Context: an optimization exercise on an open-source flow, tuned for small area, a short achievable clock period and few clock cycles per item. The choices shown serve that exercise and are no tape-out recipe.
Where RTL was checked, it was by simulation tests only, not by an equivalence proof against the original.
No functional check of the RTL was part of run 2.

## flow/design.v (module list and top-level ports; edited modules follow where they fit)
// module ep_fa: 10 lines
// module ep_filter_stream: 1931 lines
module ep_filter_stream #(
  parameter int unsigned PIX_W = 8,
  parameter int unsigned WIN   = 3,
  parameter int unsigned WGT_W = 4
) (
  input  logic                     clk,
  input  logic                     rst_n,
  input  logic                     in_valid,
  output logic                     in_ready,
  input  logic [WIN*WIN*PIX_W-1:0] in_win,
  input  logic                     in_sof,
  input  logic                     in_eol,
  input  logic [3:0]               thr_shift,
  input  logic                     bypass,
  output logic                     out_valid,
  input  logic                     out_ready,
  output logic [PIX_W-1:0]         out_pix,
  output logic                     out_sof,
  output logic                     out_eol
);
  // ...
==> flow/flow/run.sh <==
#!/bin/bash
# The standard layout (the standard.sh and synthesis script, unchanged), except that:
#  - the port buffers that global placement inserts on every input and output are
#    sky130_fd_sc_hd__buf_2 cells rather than the resizer's default pick (timing repair still
#    resizes them where it needs to);
#  - synthesis maps adders with Yosys's default (Brent-Kung) carry-lookahead instead of ORFS's
#    Kogge-Stone extra map: SYNTH_OPERATIONS_ARGS replaces that extra map with -noshare, which
#    the standard flow's synthesis script passes to every synth call anyway.
# The ORFS tools write their logs under orfs/logs/; make's own output goes to standard.log.
set -euo pipefail
bash standard.sh BUFFER_PORTS_ARGS="-buffer_cell sky130_fd_sc_hd__buf_2" SYNTH_OPERATIONS_ARGS="-noshare" finish > standard.log 2>&1
==> flow/standard.sh <==
#!/bin/bash
# synth_recipe.tcl (not shown) runs the flow's synth.tcl, then flattens the netlist and writes it again
# the make line also repeats each setting of config.mk as NAME=value (left out here)
make -C /OpenROAD-flow-scripts/flow DESIGN_CONFIG=/design/flow/config.mk WORK_HOME=/design/flow/orfs CLKGATE_MAP_FILE= SYNTH_SCRIPT=/design/flow/synth_recipe.tcl "${@:-finish}"
==> flow/config.mk <==
export PLATFORM = sky130hd
export DESIGN_NAME = ep_filter_stream
export DESIGN_NICKNAME = ep_filter_stream
export VERILOG_FILES = /design/flow/design.v
export SDC_FILE = /design/flow/constraint.sdc
export NUM_CORES = 4
export LEC_CHECK = 0
export ABC_AREA = 1
export CAP_MARGIN = 20
export CORE_MARGIN = 2
export CORE_UTILIZATION = 40
export CTS_BUF_LIST = sky130_fd_sc_hd__clkbuf_8
export CTS_CLUSTER_DIAMETER = 50
export CTS_CLUSTER_SIZE = 16
export SETUP_SLACK_MARGIN = 2.1
export SLEW_MARGIN = 20
export SYNTH_HIERARCHICAL = 1
==> flow/constraint.sdc <==
create_clock -name core_clock -period 5.0 [get_ports {clk}]
set_input_delay 1.0000 -clock core_clock [delete_from_list [all_inputs] [get_ports {clk}]]
set_output_delay 1.0000 -clock core_clock [all_outputs]
set_load 0.01 [all_outputs]
==> summary.txt, run 1 <==
Synthesis
  • Synthesized flop and latch total: 480
  • Synth cell count leaders: 748 x nand2_1, 381 x fa_1, 371 x dfxtp_1

Cells and area
  • Largest register by flop count: tL4_s2
  • NonClk Buf Share: 3.352%
  • Final-layout clock-cell area share: 3.545%
  • Non-clock inverters: 273
  • Cell area after layout: 33,780 sq um

Place
  • Pre-CTS setup slack: 858.0 ps

Clocking
  • Reg clk slew, reported paths: 100 ps
  • Clock root cell: clkbuf_8

Routing
  • Met2 wire len: 36,590 um
  • WL per Instance: 18.92 um
  • DR DRC count: 0
  • Initial drt markers: 1,581

GRT
  • Pin count of the biggest net entering global routing: 67

Setup path
  • CP Capture Type: flop
  • Top delay family on crit path: adder cells
  • Critical R2R Launch: w2_s1[3]

STA
  • Final setup viols: 0
  • Unrepaired setup endpoints after global routing: true
  • Relative slew margins: 33.86%

Die
  • Initial core utilization: 40.55%

Flow run
  • Max Cap Violations: 0

Run status
  • Status: no timing/DRC/antenna violations

Min path
  • Cell depth of the worst hold path: 0
Testbench counts, summed over its fixed seeds: cycles 16,064, items 16,000.
==> inputs of run 2 (changes only) <==
--- a/flow/design.v
+++ b/flow/design.v
@@ -964,71 +964,74 @@
   logic sof_s3;
   logic eol_s3;
   logic [7:0] dra_s3;
   logic [7:0] drb_s3;
   logic [16:0] ra_s3;
   logic [16:0] rb_s3;
   logic [7:0] sw_904;
   logic [7:0] dv_c904;
-  logic [8:0] dv3_c905;
-  logic [16:0] nm2_907;
-  logic [7:0] rem_c907;
-  logic [7:0] nq_c908;
+  logic [16:0] nm2_906;
+  logic [8:0] rem_c906;
+  logic [7:0] nq_c907;
+  logic [7:0] bb_909;
+  logic [9:0] rr_910;
+  logic [8:0] rem_c910;
+  logic [7:0] nq_c911;
   logic vld_s4;
   logic sof_s4;
   logic eol_s4;
   logic [7:0] dv_s4;
-  logic [8:0] dv3_s4;
-  logic [7:0] rem_s4;
+  logic [8:0] rem_s4;
   logic [7:0] nq_s4;
-  logic [9:0] tr_910;
-  logic [10:0] ta_911;
-  logic [10:0] tb_912;
-  logic [10:0] tc_913;
-  logic [7:0] rem_c913;
-  logic [7:0] nq_c914;
+  logic [7:0] bb_913;
+  logic [9:0] rr_914;
+  logic [8:0] rem_c914;
+  logic [7:0] nq_c915;
+  logic [7:0] bb_917;
+  logic [9:0] rr_918;
+  logic [8:0] rem_c918;
+  logic [7:0] nq_c919;
   logic vld_s5;
   logic sof_s5;
   logic eol_s5;
   logic [7:0] dv_s5;
-  logic [8:0] dv3_s5;
-  logic [7:0] rem_s5;
+  logic [8:0] rem_s5;
   logic [7:0] nq_s5;
-  logic [9:0] tr_916;
-  logic [10:0] ta_917;
-  logic [10:0] tb_918;
-  logic [10:0] tc_919;
-  logic [7:0] rem_c919;
-  logic [7:0] nq_c920;
+  logic [7:0] bb_921;
+  logic [9:0] rr_922;
+  logic [8:0] rem_c922;
+  logic [7:0] nq_c923;
+  logic [7:0] bb_925;
+  logic [9:0] rr_926;
+  logic [8:0] rem_c926;
+  logic [7:0] nq_c927;
   logic vld_s6;
   logic sof_s6;
   logic eol_s6;
   logic [7:0] dv_s6;
-  logic [8:0] dv3_s6;
-  logic [7:0] rem_s6;
+  logic [8:0] rem_s6;
   logic [7:0] nq_s6;
-  logic [9:0] tr_922;
-  logic [10:0] ta_923;
-  logic [10:0] tb_924;
-  logic [10:0] tc_925;
-  logic [7:0] rem_c925;
-  logic [7:0] nq_c926;
+  logic [7:0] bb_929;
+  logic [9:0] rr_930;
+  logic [8:0] rem_c930;
+  logic [7:0] nq_c931;
+  logic [7:0] bb_933;
+  logic [9:0] rr_934;
+  logic [8:0] rem_c934;
+  logic [7:0] nq_c935;
   logic vld_s7;
   logic sof_s7;
   logic eol_s7;
   logic [7:0] dv_s7;
-  logic [8:0] dv3_s7;
-  logic [7:0] rem_s7;
+  logic [8:0] rem_s7;
   logic [7:0] nq_s7;
-  logic [9:0] tr_928;
-  logic [10:0] ta_929;
-  logic [10:0] tb_930;
-  logic [10:0] tc_931;
-  logic [7:0] nq_c931;
+  logic [7:0] bb_937;
+  logic [9:0] rr_938;
+  logic [7:0] nq_c938;
   assign vld_c0 = in_valid & in_ready;
   assign p0_c1 = in_win[7:0];
   assign p1_c2 = in_win[15:8];
   assign p2_c3 = in_win[23:16];
   assign p3_c4 = in_win[31:24];
   assign p4_c5 = in_win[39:32];
   assign p5_c6 = in_win[47:40];
   assign p6_c7 = in_win[55:48];
@@ -1799,114 +1802,117 @@
       eol_s3 <= eol_s2;
       dra_s3 <= dra_c899;
       drb_s3 <= drb_c900;
       ra_s3 <= ra_c901;
       rb_s3 <= rb_c902;
   end
   assign sw_904 = dra_s3 + drb_s3;
   assign dv_c904 = ~sw_904;
-  assign dv3_c905 = ~({1'b0, sw_904} + {sw_904, 1'b0});
-  assign nm2_907 = ra_s3 + rb_s3;
-  assign rem_c907 = nm2_907[16:9];
-  assign nq_c908 = nm2_907[8:1];
+  assign nm2_906 = ra_s3 + rb_s3;
+  assign rem_c906 = {1'b0, nm2_906[16:9]};
+  assign nq_c907 = nm2_906[8:1];
+  assign bb_909 = dv_c904 ^ {8{rem_c906[8]}};
+  assign rr_910 = {rem_c906, nq_c907[7]} + {~rem_c906[8], ~rem_c906[8], bb_909} + {9'd0, ~rem_c906[8]};
+  assign rem_c910 = rr_910[8:0];
+  assign nq_c911 = {nq_c907[6:0], ~rr_910[9]};
   always_ff @(posedge clk or negedge rst_n) begin
     if (!rst_n) begin
       vld_s4 <= '0;
     end else begin
       vld_s4 <= vld_s3;
     end
   end
   always_ff @(posedge clk) begin
       sof_s4 <= sof_s3;
       eol_s4 <= eol_s3;
       dv_s4 <= dv_c904;
-      dv3_s4 <= dv3_c905;
-      rem_s4 <= rem_c907;
-      nq_s4 <= nq_c908;
-  end
-  assign tr_910 = {rem_s4, nq_s4[7:6]};
-  assign ta_911 = {1'b0, tr_910} + {3'b111, dv_s4} + 11'd1;
-  assign tb_912 = {1'b0, tr_910} + {2'b11, dv_s4, 1'b1} + 11'd1;
-  assign tc_913 = {1'b0, tr_910} + {2'b11, dv3_s4} + 11'd1;
-  assign rem_c913 = ~tc_913[10] ? tc_913[7:0] : ~tb_912[10] ? tb_912[7:0] : ~ta_911[10] ? ta_911[7:0] : tr_910[7:0];
-  assign nq_c914 = {nq_s4[5:0], ~tb_912[10], (~ta_911[10] & tb_912[10]) | ~tc_913[10]};
+      rem_s4 <= rem_c910;
+      nq_s4 <= nq_c911;
+  end
+  assign bb_913 = dv_s4 ^ {8{rem_s4[8]}};
+  assign rr_914 = {rem_s4, nq_s4[7]} + {~rem_s4[8], ~rem_s4[8], bb_913} + {9'd0, ~rem_s4[8]};
+  assign rem_c914 = rr_914[8:0];
+  assign nq_c915 = {nq_s4[6:0], ~rr_914[9]};
+  assign bb_917 = dv_s4 ^ {8{rem_c914[8]}};
+  assign rr_918 = {rem_c914, nq_c915[7]} + {~rem_c914[8], ~rem_c914[8], bb_917} + {9'd0, ~rem_c914[8]};
+  assign rem_c918 = rr_918[8:0];
+  assign nq_c919 = {nq_c915[6:0], ~rr_918[9]};
   always_ff @(posedge clk or negedge rst_n) begin
     if (!rst_n) begin
       vld_s5 <= '0;
     end else begin
       vld_s5 <= vld_s4;
     end
   end
   always_ff @(posedge clk) begin
       sof_s5 <= sof_s4;
       eol_s5 <= eol_s4;
       dv_s5 <= dv_s4;
-      dv3_s5 <= dv3_s4;
-      rem_s5 <= rem_c913;
-      nq_s5 <= nq_c914;
-  end
-  assign tr_916 = {rem_s5, nq_s5[7:6]};
-  assign ta_917 = {1'b0, tr_916} + {3'b111, dv_s5} + 11'd1;
-  assign tb_918 = {1'b0, tr_916} + {2'b11, dv_s5, 1'b1} + 11'd1;
-  assign tc_919 = {1'b0, tr_916} + {2'b11, dv3_s5} + 11'd1;
-  assign rem_c919 = ~tc_919[10] ? tc_919[7:0] : ~tb_918[10] ? tb_918[7:0] : ~ta_917[10] ? ta_917[7:0] : tr_916[7:0];
-  assign nq_c920 = {nq_s5[5:0], ~tb_918[10], (~ta_917[10] & tb_918[10]) | ~tc_919[10]};
+      rem_s5 <= rem_c918;
+      nq_s5 <= nq_c919;
+  end
+  assign bb_921 = dv_s5 ^ {8{rem_s5[8]}};
+  assign rr_922 = {rem_s5, nq_s5[7]} + {~rem_s5[8], ~rem_s5[8], bb_921} + {9'd0, ~rem_s5[8]};
+  assign rem_c922 = rr_922[8:0];
+  assign nq_c923 = {nq_s5[6:0], ~rr_922[9]};
+  assign bb_925 = dv_s5 ^ {8{rem_c922[8]}};
+  assign rr_926 = {rem_c922, nq_c923[7]} + {~rem_c922[8], ~rem_c922[8], bb_925} + {9'd0, ~rem_c922[8]};
+  assign rem_c926 = rr_926[8:0];
+  assign nq_c927 = {nq_c923[6:0], ~rr_926[9]};
   always_ff @(posedge clk or negedge rst_n) begin
     if (!rst_n) begin
       vld_s6 <= '0;
     end else begin
       vld_s6 <= vld_s5;
     end
   end
   always_ff @(posedge clk) begin
       sof_s6 <= sof_s5;
       eol_s6 <= eol_s5;
       dv_s6 <= dv_s5;
-      dv3_s6 <= dv3_s5;
-      rem_s6 <= rem_c919;
-      nq_s6 <= nq_c920;
-  end
-  assign tr_922 = {rem_s6, nq_s6[7:6]};
-  assign ta_923 = {1'b0, tr_922} + {3'b111, dv_s6} + 11'd1;
-  assign tb_924 = {1'b0, tr_922} + {2'b11, dv_s6, 1'b1} + 11'd1;
-  assign tc_925 = {1'b0, tr_922} + {2'b11, dv3_s6} + 11'd1;
-  assign rem_c925 = ~tc_925[10] ? tc_925[7:0] : ~tb_924[10] ? tb_924[7:0] : ~ta_923[10] ? ta_923[7:0] : tr_922[7:0];
-  assign nq_c926 = {nq_s6[5:0], ~tb_924[10], (~ta_923[10] & tb_924[10]) | ~tc_925[10]};
+      rem_s6 <= rem_c926;
+      nq_s6 <= nq_c927;
+  end
+  assign bb_929 = dv_s6 ^ {8{rem_s6[8]}};
+  assign rr_930 = {rem_s6, nq_s6[7]} + {~rem_s6[8], ~rem_s6[8], bb_929} + {9'd0, ~rem_s6[8]};
+  assign rem_c930 = rr_930[8:0];
+  assign nq_c931 = {nq_s6[6:0], ~rr_930[9]};
+  assign bb_933 = dv_s6 ^ {8{rem_c930[8]}};
+  assign rr_934 = {rem_c930, nq_c931[7]} + {~rem_c930[8], ~rem_c930[8], bb_933} + {9'd0, ~rem_c930[8]};
+  assign rem_c934 = rr_934[8:0];
+  assign nq_c935 = {nq_c931[6:0], ~rr_934[9]};
   always_ff @(posedge clk or negedge rst_n) begin
     if (!rst_n) begin
       vld_s7 <= '0;
     end else begin
       vld_s7 <= vld_s6;
     end
   end
   always_ff @(posedge clk) begin
       sof_s7 <= sof_s6;
       eol_s7 <= eol_s6;
       dv_s7 <= dv_s6;
-      dv3_s7 <= dv3_s6;
-      rem_s7 <= rem_c925;
-      nq_s7 <= nq_c926;
-  end
-  assign tr_928 = {rem_s7, nq_s7[7:6]};
-  assign ta_929 = {1'b0, tr_928} + {3'b111, dv_s7} + 11'd1;
-  assign tb_930 = {1'b0, tr_928} + {2'b11, dv_s7, 1'b1} + 11'd1;
-  assign tc_931 = {1'b0, tr_928} + {2'b11, dv3_s7} + 11'd1;
-  assign nq_c931 = {nq_s7[5:0], ~tb_930[10], (~ta_929[10] & tb_930[10]) | ~tc_931[10]};
+      rem_s7 <= rem_c934;
+      nq_s7 <= nq_c935;
+  end
+  assign bb_937 = dv_s7 ^ {8{rem_s7[8]}};
+  assign rr_938 = {rem_s7, nq_s7[7]} + {~rem_s7[8], ~rem_s7[8], bb_937} + {9'd0, ~rem_s7[8]};
+  assign nq_c938 = {nq_s7[6:0], ~rr_938[9]};
   logic              take;
   logic [4-1:0]   owed;
   logic [7-1:0] wr_oh, rd_oh;
   logic [3-1:0]  held;
   logic [9:0]        fifo_mem [7];
   logic [9:0]        fifo_out;
   logic [9:0]        res;
   logic              load, from_fifo, to_fifo;
   logic              oq_valid;
   logic [9:0]        oq;
-  assign res      = {sof_s7, eol_s7, nq_c931};
+  assign res      = {sof_s7, eol_s7, nq_c938};
   assign take     = oq_valid & out_ready;
   assign in_ready = (owed != 4'd8) | take;
   always_ff @(posedge clk or negedge rst_n) begin
     if (!rst_n) begin
       owed <= '0;
     end else if ((in_valid & in_ready) != take) begin
       owed <= take ? owed - 1'b1 : owed + 1'b1;
     end
==> flow/flow/run.sh (replaced) <==
#!/bin/bash
# The standard layout (the standard.sh, unchanged), except that the port buffers that
# global placement inserts on every input and output are sky130_fd_sc_hd__buf_2 cells rather
# than the resizer's default pick; timing repair still resizes them where it needs to.
# The ORFS tools write their logs under orfs/logs/; make's own output goes to standard.log.
set -euo pipefail
bash standard.sh BUFFER_PORTS_ARGS="-buffer_cell sky130_fd_sc_hd__buf_2" finish > standard.log 2>&1
==> summary.txt, run 2 <==
STA
  • Pins over their slew limit: 0 (unchanged)
  • Final min period: 3190 ps (was 2935 ps)
  • Relative slew margins: 28.61% (was 33.86%)
  • Slew @ Worst Pin: 1067 ps (was 992.1 ps)
  • Final worst slack: 1810 ps (was 2065 ps)
  • Layout Skew: 36.94 ps (was 39.61 ps)
  • Unrepaired setup endpoints after global routing: true (unchanged)
  • Final setup viols: 0 (unchanged)
  • Hold Vio Cnt, Final: 0 (unchanged)
  • Period utilization: 63.80% (was 58.69%)
  • Peak Freq: 313.5 MHz (was 340.8 MHz)
  • Final setup TNS: 0 ps (unchanged)

GRT
  • Gr usage total: 21.82% (was 20.29%)
  • Number of antenna violations at the first check in global routing: 4 (was 5)
  • Gr ovfl total: 0 (unchanged)
  • Number of global-route vias before repair: 21,896 (was 21,564)
  • Pin count of the biggest net entering global routing: 65 (was 67)
  • First-pass GRT wire length: 123,800 um (was 120,700 um)

Place
  • Routability congestion estimate: 0.9660 (was 0.9112)
  • Port Buffers: 94 (unchanged)
  • Placement Cell Area: 30,140 sq um (was 31,200 sq um)
  • Placed Cells: 3,965 (was 3,996)
  • Pre-CTS setup slack: 940.2 ps (was 858.0 ps)
  • DP HPWL: 59,940 um (was 59,080 um)

Synthesis
  • Top-area cell type share of the netlist area: 24.00% (was 25.69%)
  • Synth cell count leaders: 784 x nand2_1, 343 x dfxtp_1, 343 x fa_1 (was 748 x nand2_1, 381 x fa_1, 371 x dfxtp_1)
  • Synth area leader: dfxtp_1 (was fa_1)
  • Fraction of registers with async set/reset: 6.416% (was 6.042%)
  • Most common cell in the netlist: nand2_1 (unchanged)
  • Post-synth EDFFs: 80 (unchanged)
  • Predominant post-synthesis flop cell: dfxtp_1 (unchanged)
  • Synth Cell Area: 28,610 sq um (was 29,690 sq um)
  • Yosys cell types: 50 (was 56)
  • Syn Inst Count: 2,983 (was 3,004)
  • Post-synthesis sequential area ratio: 34.95% (was 35.56%)
  • Leading post-synthesis cells by cell area: dfxtp_1 24%, fa_1 24%, nand2_1 10% (was fa_1 26%, dfxtp_1 25%, nand2_1 9.5%)
  • Synthesized flop and latch total: 452 (was 480)
  • Mean Syn Cell Area: 9.590 sq um (was 9.883 sq um)
  • Ys Warns: 8 (unchanged)

Cells and area
  • Fin cells: 4,202 (was 4,152)
  • Layout area overhead: 20.01% (was 13.79%)
  • Commonest non-fill, non-tap cell in the layout: nand2_1 (unchanged)
  • Biggest regs: tL4_s2 x85, fifo_mem x70 (unchanged)
  • Share of layout cells above drive strength 1: 21.85% (was 15.16%)
  • Largest register by flop count: tL4_s2 (unchanged)
  • Cell area after layout: 34,330 sq um (was 33,780 sq um)
  • Largest register FFs: 85 (unchanged)
  • Final #Nets: 3,799 (was 3,800)
  • Commonest cells after routing, fill and taps aside: 716 x nand2_1, 312 x fa_1, 284 x dfxtp_1, 224 x inv_1, 166 x nand3_1 (was 725 x nand2_1, 359 x fa_1, 337 x dfxtp_1, 247 x inv_1, 166 x nand3_1)

Clocking
  • Reg clk slew, reported paths: 90 ps (was 100 ps)
  • Hold Buf Count CTS: 0 (unchanged)
  • Clock root cell: clkbuf_8 (unchanged)
  • H-tree Lvls: 2 (unchanged)
  • TritonCTS buffer count: 52 (was 51)
  • Max Root-Sink Buffers: 3 (unchanged)
  • Clock latency on the worst-skew pair: 680 ps (about the same)
  • CTS tree: built (unchanged)
  • CTS Sinks: 452 (was 480)

Min path
  • Hold Path Class: flop to flop (unchanged)

Die
  • I/O pins: 95 (unchanged)
  • Width of the die: 271.4 um (was 276.4 um)
  • Initial core utilization: 40.22% (was 40.55%)
  • Num rows: 98 (was 99)
  • Core area: 71,120 sq um (was 73,210 sq um)
  • DIE AREA: 73,670 sq um (was 76,420 sq um)
  • Die H: 271.4 um (was 276.4 um)

Routing
  • DR pass1 iterations: 7 (was 6)
  • Initial drt markers: 1,578 (was 1,581)
  • Via Count: 21,752 (was 21,412)
  • DR DRC count: 0 (unchanged)
  • WL per Instance: 19.52 um (was 18.92 um)
  • Antenna Nets Post-Route: 0 (unchanged)
  • Post-Route WL: 82,020 um (was 78,540 um)
  • Via density: 5.177 (was 5.157)

Setup path
  • CP Capture Type: flop (unchanged)
  • Critical R2R Launch: rem_s5[8] (was w2_s1[3])
  • CP max stage delay: 370 ps (was 620 ps)
  • R2R cell count: 20 (was 5)
  • Startpoint Class: flop (unchanged)
  • WP data required: 5570 ps (was 5540 ps)
  • Crit-path max FO: 5 (was 10)
  • End of the critical path: nq_s6[0] (was tL4_s2[23])
  • WP buf/inv: 5 (was 0)
  • Crit path arrival time: 3760 ps (was 3480 ps)
  • CP Depth: 20 (was 5)
  • Worst flop-to-flop path endpoint: nq_s6[0] (was tL4_s2[23])
  • Top delay family on crit path: simple AND/OR/NAND/NOR gates (was adder cells)
  • Crit Path Class: flop to flop (unchanged)
  • Setup slack, reg-to-reg: 1810 ps (was 2070 ps)
  • CP Launch Point: rem_s5[8] (was w2_s1[3])
  • Critical Path, Cell by Cell: buf_6, xor2_1, ha_1, nand2_2, buf_6, nor3_4, nand2_2, nand2_2, or2_4, nand2_8, buf_4, buf_6, buf_6, xnor2_2, ha_4, a21o_1, a21oi_1, nor2_1, nor2_1, nand2_1 (was nand2_1, fa_1, fa_1, fa_1, fa_1)
  • Critical-path top delay cell: dfxtp_4 (was dfxtp_2)
  • Most frequent CP cell: buf_6 (was fa_1)

Run status
  • Status: no timing/DRC/antenna violations (unchanged)

Flow run
  • Max Cap Violations: 0 (unchanged)
==> run 2: per-stage QoR <==
step,hold WS [ps],util (%)
floorplan,309.6,-
global route,295.2,48.27
CTS,284.1,45.83
global placement,310.3,42.37
detailed placement,312.1,42.38
finish,303.0,48.27
==> run 2: area by class of cell <==
class	count	area (sq um)
clock buffers	55	757.0
fillers	6608	36790
repair buffers	246	1909
inverters	247	967.2
well taps	950	1189
multi-input cells	2209	18890
flip-flops and latches	452	10160
clock inverters	41	454.2
diodes	2	5.005
==> run 2: routing by layer <==
layer / up-vias / share of wire, % / GRT usage (%)
li1: 10114 / - / -
met1: 10548 / 41 / 28.05
met2: 879 / 47 / 36.35
met3: 211 / 7.1 / 3.423
met4: 0 / 4.7 / 9.803
met5: - / 0 / 0
==> run 2: kinds of logic after synthesis <==
| group | after synthesis | synth area share (%) |
|---|---|---|
| AOI/OAI and AO/OA | 340 | 7.103 |
| DFF | 452 | 34.95 |
| other | 2 | 0.02625 |
| and+or+nand+nor | 1190 | 17.35 |
| buffers and inverters | 331 | 4.453 |
| xor gates and xnor gates | 160 | 4.899 |
| adders and majority gates | 508 | 31.22 |
==> run 2: Yosys stat by module, one instance, submodules excluded <==
module	area, sq um	cells
ep_fa	20.02	1
ep_filter_stream	22440	2675
==> run 2: how the worst min path moves through the flow <==
stage | start | endpoint | slack, ps | cells past startpoint
floorplan | tL4_s2[79] | dra_s3[0] | 310 | 0
global placement | nq_s4[3] | nq_s5[5] | 310 | 0
detailed placement | eol_s2 | eol_s3 | 310 | 0
CTS | eol_s2 | eol_s3 | 280 | 0
global route | sof_s2 | sof_s3 | 300 | 0
finish | nq_s4[4] | nq_s5[6] | 300 | 0
==> run 2: timing repair <==
action / in CTS / in global routing
endpoints found under the setup margin: 120 / 72
gates resized for setup: 187 / 267
pin swaps: 72 / 191
setup buffers: 69 / 70

separate check: timing with driven ports:
In the flow no input, the clock included, has a driving cell. The finished layouts below were timed again as built, in two steps.
Step 1 (the two cells are an assumption about what drives the block):
set clk [get_ports {clk}]
set_driving_cell -lib_cell sky130_fd_sc_hd__clkbuf_16 $clk
set_driving_cell -lib_cell sky130_fd_sc_hd__buf_2 [delete_from_list [all_inputs] $clk]
Step 2, shift: input delay + t, output delay - t, t = (earliest + latest rising clock arrival at the registers) / 2. This alone moves slack from input paths to output paths.
Three values: ideal, step 1, step 2; two values: the first two.
run | t, ns | setup slack, ns | worst data-port slew with drivers (ns) | pins driven straight from the clock port
run 1 | 0.720 | 2.065 / 2.056 / 1.335 | 0.12 | 1
run 2 | 0.722 | 1.810 / 1.810 / 1.316 | 0.11 | 1
After both steps every run listed still meets setup and hold. The setup slack of run 1, which loses most, moves by -0.009 ns with the drivers and by -0.730 ns with both steps.
